What follows belongs to an exercise in optimizing a design on an open flow for small area, a short achievable clock period and few clock cycles per item; a production flow would make more cautious choices.
Function was checked by simulation only, so behaviour that the tests miss may differ from the original.
Power figures rest on the tool's default switching activity, not on a simulated workload.

Setup of ember:
## acr_dma_copy
module acr_dma_copy #(
   parameter int ADDR_W     = 32,
   parameter int DATA_W     = 64,
   parameter int BURST_LEN  = 16,
   parameter int FIFO_DEPTH = 32
) (
   input  logic                acr_clk,
   input  logic                acr_rst,
   input  logic                cmd_valid,
   output logic                cmd_ready,
   input  logic [ADDR_W-1:0]   cmd_src,
   input  logic [ADDR_W-1:0]   cmd_dst,
   input  logic [15:0]         cmd_beats,
   output logic                busy,
   output logic                done,
   output logic                err,
   output logic [1:0]          dbg_state,
   output logic [ADDR_W-1:0]   axi_araddr,
   output logic [3:0]          axi_arlen,
   output logic                axi_arvalid,
   input  logic                axi_arready,
   input  logic [DATA_W-1:0]   axi_rdata,
   input  logic [1:0]          axi_rresp,
   input  logic                axi_rlast,
   input  logic                axi_rvalid,
   output logic                axi_rready,
   output logic [ADDR_W-1:0]   axi_awaddr,
   output logic [3:0]          axi_awlen,
   output logic                axi_awvalid,
   input  logic                axi_awready,
   output logic [DATA_W-1:0]   axi_wdata,
   output logic [DATA_W/8-1:0] axi_wstrb,
   output logic                axi_wlast,
  ...
For scale: about 110 flip-flops, roughly 310 I/O pins, ~7200 µm² of cells after synthesis.
clock: 6.5 ns
lec_check: 0
cap_margin: 20
core_margin: 2
core_utilization: 40
gpl_timing_driven: 0
setup_slack_margin: 3.55
slew_margin: 20
standard.sh (not shown) runs the stock make flow with config.mk's settings and CLKGATE_MAP_FILE= SYNTH_SCRIPT=/design/flow/synth_recipe.tcl, a recipe that flattens the netlist after the stock synthesis.
==> flow/flow/run.sh <==
#!/bin/bash
set -euo pipefail
cd "$(dirname "$0")/.."
export BUFFER_PORTS_ARGS="-buffer_cell sky130_fd_sc_hd__buf_1"
export CTS_ARGS="-sink_clustering_enable -repair_clock_nets -dont_use_dummy_load -buf_list sky130_fd_sc_hd__clkbuf_8"
bash standard.sh > standard_make.log 2>&1
ember | status: complete | timing, DRC, antenna: pass
Testbench counts of ember, summed over its fixed seeds: cycles 47,140, beats 35,812.
#### Input delta (fjord over ember)
- GPL_TIMING_DRIVEN: 0 -> unset
Notes after the runs:
- ember has completed all stages; timing, DRC and antenna checks passed.
- fjord completed end to end with timing, DRC and antenna clean.
- Lower cell area was reported by fjord, not ember.
- Vias after detailed routing: fjord better than ember
- fjord ended with more setup slack than ember.
- The final weighted congestion of routability-driven global placement in fjord sits 7.5% below the value recorded for ember.
The inputs of zinc differ from those of fjord as listed below.
- setting PLACE_DENSITY to 0.8 for the first time
==> comparison <==
Across both runs, worst-margin pin slew was higher for zinc than for fjord. Compared with fjord, the detailed router inserted more vias in zinc. cmd_beats[0] as the critical path startpoint was reported by zinc, and axi_rlast by fjord. When zinc is measured against fjord, its non-clock buffer count turns out 3 higher. Comparing met1 usage in global routing for fjord and zinc, the smaller number came from zinc. From zinc to fjord, number of flip-flops and latches did not move at all. Diff fjord and zinc: area of combinational cells with multiple inputs lower in zinc.
diff inputs: zinc => cedar
- PLACE_DENSITY removed (was 0.8)
- CORE_UTILIZATION changed from 40 to 50
[summary]
cedar: no failed stages, no open violations at the end
In cedar the cell count turned out 53 lower than in zinc.
Worst setup slack (higher): cedar
Logic depth of the worst path, buffers included, cedar and zinc, higher one = zinc.
Going from zinc to cedar, cell count after placement shrinks by 49.
#### Input delta (maple over cedar)
- changing CORE_UTILIZATION from 50 to 40
- setting ABC_AREA to 1 for the first time
### Flow results
- For final net count, dividing the value from cedar by the value from maple gives 0.77.
- Taking cedar as the reference, in maple mux cell area share after synthesis lower, cell area higher.
- Post-cts sizing count, cedar and maple: smaller value in maple
- Power attributed to the clock group: maple > cedar
- maple vs. cedar: switching power as a share of total power +3.3 points; global-route wire length before repair moved up; clock skew now smaller.
- When maple is set beside cedar, its power density normalized to cell area turns out to be 12 nW/µm² smaller.
- maple vs cedar: global placer's final weighted congestion up by a few percent

## static timing again, ports no longer ideal
Ports are ideal in the flow. The routed layouts listed here were re-timed in OpenROAD.
Step 1 (the two cells are an assumption about what drives the block):
set clk [get_ports {acr_clk}]
set_driving_cell -lib_cell sky130_fd_sc_hd__clkbuf_16 $clk
set_driving_cell -lib_cell sky130_fd_sc_hd__buf_2 [delete_from_list [all_inputs] $clk]
Step 2 moves the port delays by t, midway between the first and last clock arrival at a register: inputs arrive t later, outputs are due t later. That takes back most of the time a late clock gives input paths.
Three values: no drivers, after step 1, after step 2; two values: the first two.
run | t, ns | slack for setup (ns) | worst setup path at the end | latest minus earliest clock arrival (ns)
ember | 0.465 | 3.543 / 3.508 / 3.063 | input to register | 0.026 / 0.027
fjord | 0.464 | 3.551 / 3.525 / 3.101 | input to register | 0.024 / 0.023
zinc | 0.457 | 3.524 / 3.495 / 3.039 | input to register | 0.028 / 0.029
cedar | 0.469 | 3.545 / 3.536 / 3.077 | input to register | 0.023 / 0.023
maple | 0.459 | 3.426 / 3.389 / 3.178 | input to register | 0.025 / 0.025
After both steps every run listed still meets setup and hold. The setup slack of zinc, which loses most, moves by -0.029 ns with the drivers and by -0.485 ns with both steps.
